This design comes from an exercise in tuning for small area, a short achievable clock period and few clock cycles per item on the open sky130 flow, not from production work.
In this exercise RTL edits were held to simulation tests only and were not proved equivalent to the original.

$ cat flow/run.sh
#!/bin/bash
# synth_recipe.tcl (not shown) runs the flow's synth.tcl, then flattens the netlist and writes it again
# the make line also repeats each setting of config.mk as NAME=value (left out here)
make -C /OpenROAD-flow-scripts/flow DESIGN_CONFIG=/design/flow/config.mk WORK_HOME=/design/flow/orfs CLKGATE_MAP_FILE= SYNTH_SCRIPT=/design/flow/synth_recipe.tcl finish
$ cat flow/constraint.sdc
create_clock -name core_clock -period 10.0 [get_ports {clk}]
set_input_delay 2.0000 -clock core_clock [delete_from_list [all_inputs] [get_ports {clk}]]
set_output_delay 2.0000 -clock core_clock [all_outputs]
set_load 0.01 [all_outputs]
$ cat flow/design.v
module sp_multicycle #(
  parameter int MEM_AW = 12
) (
  input  logic                 clk,
  input  logic                 rst,
  input  logic                 in_valid,
  input  logic [31:0]          inst,
  output logic                 out_valid,
  output logic [31:0]          inst_addr,
  output logic [MEM_AW-1:0]    mem_addr,
  output logic                 mem_wen,
  output logic [31:0]          mem_wdata,
  input  logic [31:0]          mem_rdata
);
  typedef enum logic [1:0] {
    S_IDLE  = 2'd0,
    S_EXEC  = 2'd1,
    S_MEMRD = 2'd2,
    S_DONE  = 2'd3
  } state_t;
  localparam logic [5:0] OP_RTYPE = 6'd0;
  localparam logic [5:0] OP_ANDI  = 6'd1;
  localparam logic [5:0] OP_ORI   = 6'd2;
  localparam logic [5:0] OP_ADDI  = 6'd3;
  localparam logic [5:0] OP_SUBI  = 6'd4;
  localparam logic [5:0] OP_LW    = 6'd5;
  localparam logic [5:0] OP_SW    = 6'd6;
  localparam logic [5:0] OP_BEQ   = 6'd7;
  localparam logic [5:0] OP_BNE   = 6'd8;
  localparam logic [5:0] OP_LUI   = 6'd9;
  localparam logic [5:0] OP_J     = 6'd10;
  localparam logic [5:0] OP_JAL   = 6'd11;
  localparam logic [5:0] FN_AND = 6'd0;
  localparam logic [5:0] FN_OR  = 6'd1;
  localparam logic [5:0] FN_ADD = 6'd2;
  localparam logic [5:0] FN_SUB = 6'd3;
  localparam logic [5:0] FN_SLT = 6'd4;
  localparam logic [5:0] FN_SLL = 6'd5;
  localparam logic [5:0] FN_NOR = 6'd6;
  localparam logic [5:0] FN_JR  = 6'd7;
  state_t      state_q, state_d;
  logic [31:0] inst_q;
  logic [31:0] pc_q, pc_d;
  logic [31:0] rf_q [32];
  logic        rf_we;
  logic [4:0]  rf_waddr;
  logic [31:0] rf_wdata;
  logic [5:0]  opcode, func;
  logic [4:0]  rs, rt, rd, shamt;
  logic [15:0] imm;
  logic [25:0] jaddr;
  assign opcode = inst_q[31:26];
  assign rs     = inst_q[25:21];
  assign rt     = inst_q[20:16];
  assign rd     = inst_q[15:11];
  assign shamt  = inst_q[10:6];
  assign func   = inst_q[5:0];
  assign imm    = inst_q[15:0];
  assign jaddr  = inst_q[25:0];
  logic [31:0] rs_val, rt_val, sext_imm, zext_imm, pc_plus4, br_tgt, jmp_tgt;
  logic [MEM_AW-1:0] mem_ea;
  logic              is_mem;
  assign rs_val   = rf_q[rs];
  assign rt_val   = rf_q[rt];
  assign sext_imm = {{16{imm[15]}}, imm};
  assign zext_imm = {16'h0000, imm};
  assign pc_plus4 = pc_q + 32'd4;
  assign br_tgt   = pc_plus4 + {sext_imm[29:0], 2'b00};
  assign jmp_tgt  = {pc_q[31:28], jaddr, 2'b00};
  assign mem_ea   = rs_val[MEM_AW-1:0] + sext_imm[MEM_AW-1:0];
  assign is_mem   = (opcode == OP_LW) || (opcode == OP_SW);
  always_comb begin
    state_d  = state_q;
    pc_d     = pc_q;
    rf_we    = 1'b0;
    rf_waddr = rt;
    rf_wdata = 32'd0;
    case (state_q)
      S_IDLE: begin
        if (in_valid) state_d = S_EXEC;
      end
      S_EXEC: begin
        if (opcode == OP_LW) begin
          state_d = S_MEMRD;
        end else begin
          state_d = S_DONE;
          pc_d    = pc_plus4;
          case (opcode)
            OP_RTYPE: begin
              rf_waddr = rd;
              rf_we    = 1'b1;
              case (func)
                FN_AND: rf_wdata = rs_val & rt_val;
                FN_OR:  rf_wdata = rs_val | rt_val;
                FN_ADD: rf_wdata = rs_val + rt_val;
                FN_SUB: rf_wdata = rs_val - rt_val;
                FN_SLT: rf_wdata = {31'd0, $signed(rs_val) < $signed(rt_val)};
                FN_SLL: rf_wdata = rs_val << shamt;
                FN_NOR: rf_wdata = ~(rs_val | rt_val);
                FN_JR: begin
                  rf_we = 1'b0;
                  pc_d  = rs_val;
                end
                default: rf_we = 1'b0;
              endcase
            end
            OP_ANDI: begin rf_we = 1'b1; rf_wdata = rs_val & zext_imm; end
            OP_ORI:  begin rf_we = 1'b1; rf_wdata = rs_val | zext_imm; end
            OP_ADDI: begin rf_we = 1'b1; rf_wdata = rs_val + sext_imm; end
            OP_SUBI: begin rf_we = 1'b1; rf_wdata = rs_val - sext_imm; end
            OP_LUI:  begin rf_we = 1'b1; rf_wdata = {imm, 16'h0000}; end
            OP_BEQ:  if (rs_val == rt_val) pc_d = br_tgt;
            OP_BNE:  if (rs_val != rt_val) pc_d = br_tgt;
            OP_J:    pc_d = jmp_tgt;
            OP_JAL: begin
              rf_we    = 1'b1;
              rf_waddr = 5'd31;
              rf_wdata = pc_plus4;
              pc_d     = jmp_tgt;
            end
            default: ;   
          endcase
        end
      end
      S_MEMRD: begin
        state_d  = S_DONE;
        pc_d     = pc_plus4;
        rf_we    = 1'b1;
        rf_waddr = rt;
        rf_wdata = mem_rdata;
      end
      S_DONE: state_d = S_IDLE;
      default: state_d = S_IDLE;
    endcase
  end
  always_ff @(posedge clk or posedge rst) begin
    if (rst) begin
      state_q <= S_IDLE;
      inst_q  <= 32'd0;
      pc_q    <= 32'd0;
      for (int i = 0; i < 32; i++) rf_q[i] <= 32'd0;
    end else begin
      state_q <= state_d;
      pc_q    <= pc_d;
      if (state_q == S_IDLE && in_valid) inst_q <= inst;
      if (rf_we) rf_q[rf_waddr] <= rf_wdata;
    end
  end
  always_comb begin
    out_valid = (state_q == S_DONE);
    inst_addr = pc_q;
    mem_wen   = (state_q == S_EXEC) && (opcode == OP_SW);
    mem_addr  = ((state_q == S_EXEC || state_q == S_MEMRD) && is_mem) ? mem_ea : '0;
    mem_wdata = mem_wen ? rt_val : 32'd0;
  end
endmodule
$ cat flow/config.mk
export PLATFORM = sky130hd
export DESIGN_NAME = sp_multicycle
export DESIGN_NICKNAME = sp_multicycle
export VERILOG_FILES = /design/flow/design.v
export SDC_FILE = /design/flow/constraint.sdc
export NUM_CORES = 4
export LEC_CHECK = 0
export CAP_MARGIN = 20
export CORE_MARGIN = 2
export CORE_UTILIZATION = 25
export PLACE_DENSITY = 0.4
export SLEW_MARGIN = 20
==> results by group <==
Drt
  – DR vias: roughly 70000
  – Post-detailed-route count of antenna-violating nets: 0
  – DRC: 0
  – DRT Wirelength: 444600 um
  – First-pass detailed-route iteration total: 10
  – Vias per inst: 6.201
  – Routed len/inst: between 30 and 40 um
  – Starting DRT DRC Count: about 13000

Synthesis
  – Syn Nets: slightly above 8000
  – Seq/Total Area, Yosys: between 40% and 50%
  – Synth top cells by count: nand2_1 (1279), dfrtp_1 (1090), o21ai_0 (1035)
  – Most common cell in the synthesized netlist: nand2_1
  – Synth Area in Adders: about 3.7%
  – Simple-Gate Fraction of Synth Area: between 20% and 30%
  – Cell count after synthesis: about 8000
  – Share of the synthesized area in the top cell type: 40.64%
  – Compound-Gate Fraction of Synth Area: between 20% and 30%
  – Number of enable flip-flop cells after synthesis: 0
  – Async set-or-reset flop fraction in the synthesized netlist: 100.0%
  – Post-synthesis register bit count: between 1000 and 1500
  – Synth area leaders: dfrtp_1 (41%), o21ai_0 (7.7%), nand2_1 (7.2%), a22oi_1 (3.5%), ha_1 (3.4%)
  – XOR/XNOR share of the synthesized area: 1.527%
  – Synth warn: 2
  – Post-synth top area cell: dfrtp_1
  – Mux cell area share after synthesis: under 10%
  – Syn avg cell area: about 8.4 um2
  – Main combinational cell family by area after synthesis: compound AO/OA/AOI/OAI gates
  – Top FF cell, synth: dfrtp_1
  – Syn Std Cell Area: ~67000 um2
  – Distinct cells, synth: approximately 110

Clock tree
  – Clock transition at the registers of the reported paths: 50 ps
  – Root buf cell: clkbuf_16
  – CTS-repair resized insts: 0
  – Clock Sinks: around 1100
  – CTS Hold Bufs: 0
  – CTS tree: yes
  – Clock tree buffer depth: 3
  – Worst-Skew Late Latency: approximately 850 ps
  – Total CTS buffers: between 100 and 150
  – Htree depth: 4
  – Post-CTS setup buffer count: 0

Place
  – Port bufs: ~140
  – Placed Cells: 11297
  – Final HPWL DP: 297300 um
  – Post-place setup slack: roughly 1200 ps
  – Routability congestion estimate: 0.9653
  – Area post-placement: between 70000 and 80000 um2

Final layout
  – P&R area growth vs syn: 17.28%
  – Post-layout instance area: roughly 79000 um2
  – Fillers: ~28000
  – Finished Layout Cells: around 12000
  – Fin nets: between 8000 and 9000
  – Layout cells sized above 1: 10.73%

Outcome
  – Status: timing/DRC/antenna clean

Critical path
  – Worst Setup Path Type: reg -> out
  – Crit-path cells: buf_4 > nand2b_1 > nor2_2 > a221o_1 > nor4_1 > a21oi_1 > buf_4 > inv_1 > ha_1 > a21o_1 > a21oi_1 > o21bai_1 > a21oi_1 > o21bai_1 > a21oi_1 > o21bai_1 > a21oi_1 > o21bai_1 > a21oi_1 > xor2_1 > nor2_1 > clkdlybuf4s50_1
  – Crit-path max cell delay: between 1000 and 1500 ps
  – CP required: about 8000 ps
  – Top delay family on crit path: compound AO/OA/AOI/OAI gates
  – Slowest cell on the critical path: nor2_2
  – Critical Path End Type: output port
  – Number of buffers and inverters on the critical path: 4
  – Crit start category: flip-flop
  – Most used cell, CP: a21oi_1
  – CP max FO: 26
  – Critical Path AT: ~7500 ps

STA
  – Tightest Pin Transition: roughly 1300 ps
  – Setup WS post-layout: 525.0 ps
  – Count of final hold-check violations: 0
  – Tcrit/Tclk final: between 90% and 100%
  – Period minus WS final: 9475 ps
  – Final max-slew violation count: 0
  – Clock Skew: between 50 and 60 ps
  – RSZ-0062 raised after global routing: false
  – F_max: roughly 110 MHz
  – Slew margin rel.: about an eighth
  – Setup Total Neg Slack: 0 ps
  – Final setup vio count: 0

Die
  – Die Footprint: between 200000 and 300000 um2
  – IO Pins: ~150
  – Chip width: 522.2 um
  – Site Rows: 190
  – Core area: approximately 270000 um2
  – Die Height: between 500 and 600 um
  – Starting Density: 25.10%

Global route
  – Grt total ovfl: 0
  – GRT Util Overall: approximately a third
  – Antenna violations before repair: 32
  – Largest net degree at the start of global routing: between 100 and 150
  – First-pass GRT wire length: about 600000 um
  – Vias in the first global route: about 66000

Flow run
  – Max Cap Violations: 0

Worst hold path
  – Min-Delay Path Class: reg -> reg
==> cells in the final DEF (no fill, tap or decap), types with 43 or more instances in the layout <==
| master | n |
|---|---|
| clkbuf_16 | 140 |
| clkdlybuf4s50_1 | 144 |
| buf_4 | 323 |
| a22o_1 | 133 |
| o21ai_1 | 132 |
| nand4_1 | 177 |
| dfrtp_1 | 1083 |
| nand2_1 | 1245 |
| xnor2_1 | 90 |
| mux2_2 | 43 |
| o21ai_0 | 1033 |
| nand3_1 | 403 |
| a22oi_1 | 302 |
| and3_1 | 365 |
| nor2_1 | 275 |
| a21oi_1 | 242 |
| a21o_1 | 44 |
| ha_1 | 185 |
| a2111oi_0 | 90 |
| inv_1 | 147 |
| a221oi_1 | 200 |
| nor3_1 | 99 |
==> state kept, by name, summed over array words and instances (netlist names) <==
register,flops
rf_q,1024
inst_q,32
state_q,2
pc_q,32
==> logic make-up after synthesis <==
logic type               Yosys count
multiplexers                     103
AND/OR/NAND/NOR                 2914
AO/OA/AOI/OAI                   2678
adder cells (fa/ha/maj)          195
flip-flops                      1090
buffers and inverters            895
XOR/XNOR                         117
==> layer usage <==
layer,global-route usage [%],up-vias,part of all wire [%]
li1,-,29304,-
met1,43.92,35954,42
met2,43.85,5208,40
met3,8.797,1143,11
met4,16.90,20,6.4
met5,0,-,0.032
==> per-stage QoR <==
step                      util (%)  hold WS (ps)
after floorplan                  -         449.8
after global placement       27.55         465.2
after detailed placement     27.57         476.7
after CTS                    29.43         492.0
after global routing         29.43         520.6
final                        29.43         489.4
==> layout make-up <==
cell class	count	area, um2	area share (%)
multi-input cells	6007	37040	47.06
flip-flops and latches	1090	27280	34.66
well taps	3552	4444	5.646
repair buffers	495	4397	5.585
clock buffers	190	3981	5.058
clock inverters	58	973.4	1.237
inverters	154	581.8	0.7391
diodes	6	15.01	0.01907
==> path summary, 6_finish.rpt <==
check	slack (ps)	cells after the start	end	from
max in group asynchronous	5890	5	rf_q[9][12]	rst
min reg2reg	490	2	rf_q[24][25]	rf_q[24][25]
max	530	22	mem_addr[11]	inst_q[21]
min in group asynchronous	1500	2	pc_q[28]	rst
min	490	2	rf_q[24][25]	rf_q[24][25]
max reg2reg	740	23	rf_q[1][28]	inst_q[24]
==> tightest hold or removal path: cells and delay by family, from the launching register on <==
kind | cells | cell delay (ps)
compound gates | 1 | 60
simple gates | 1 | 50
flops | 1 | 340
Testbench counts, summed over its fixed seeds: cycles 73,704, insts 24,000.

[port drivers added, routing unchanged]
No port has a modelled driver above. Below, the same layout with a new extraction and two added sets of constraints. Step 1 assumes that a clkbuf_16 drives the clock port and a buf_2 every other input. Step 2, shift: input delay + t, output delay - t, t = (earliest + latest rising clock arrival at the registers) / 2. This alone moves slack from input paths to output paths. a / b / c = ideal / step 1 / step 2; a / b = the first two.
t (ns): 0.931
setup WS [ns]: 0.525 / 0.414 / 0.745
clock arrival spread, ns: 0.054 / 0.054
slew at the worst register clock pin (ns): 0.07 / 0.07
cell pins on the clock port's net: 1
After both steps setup and hold are still met in this run. The setup slack of this run moves by -0.111 ns with the drivers and by +0.220 ns with both steps.
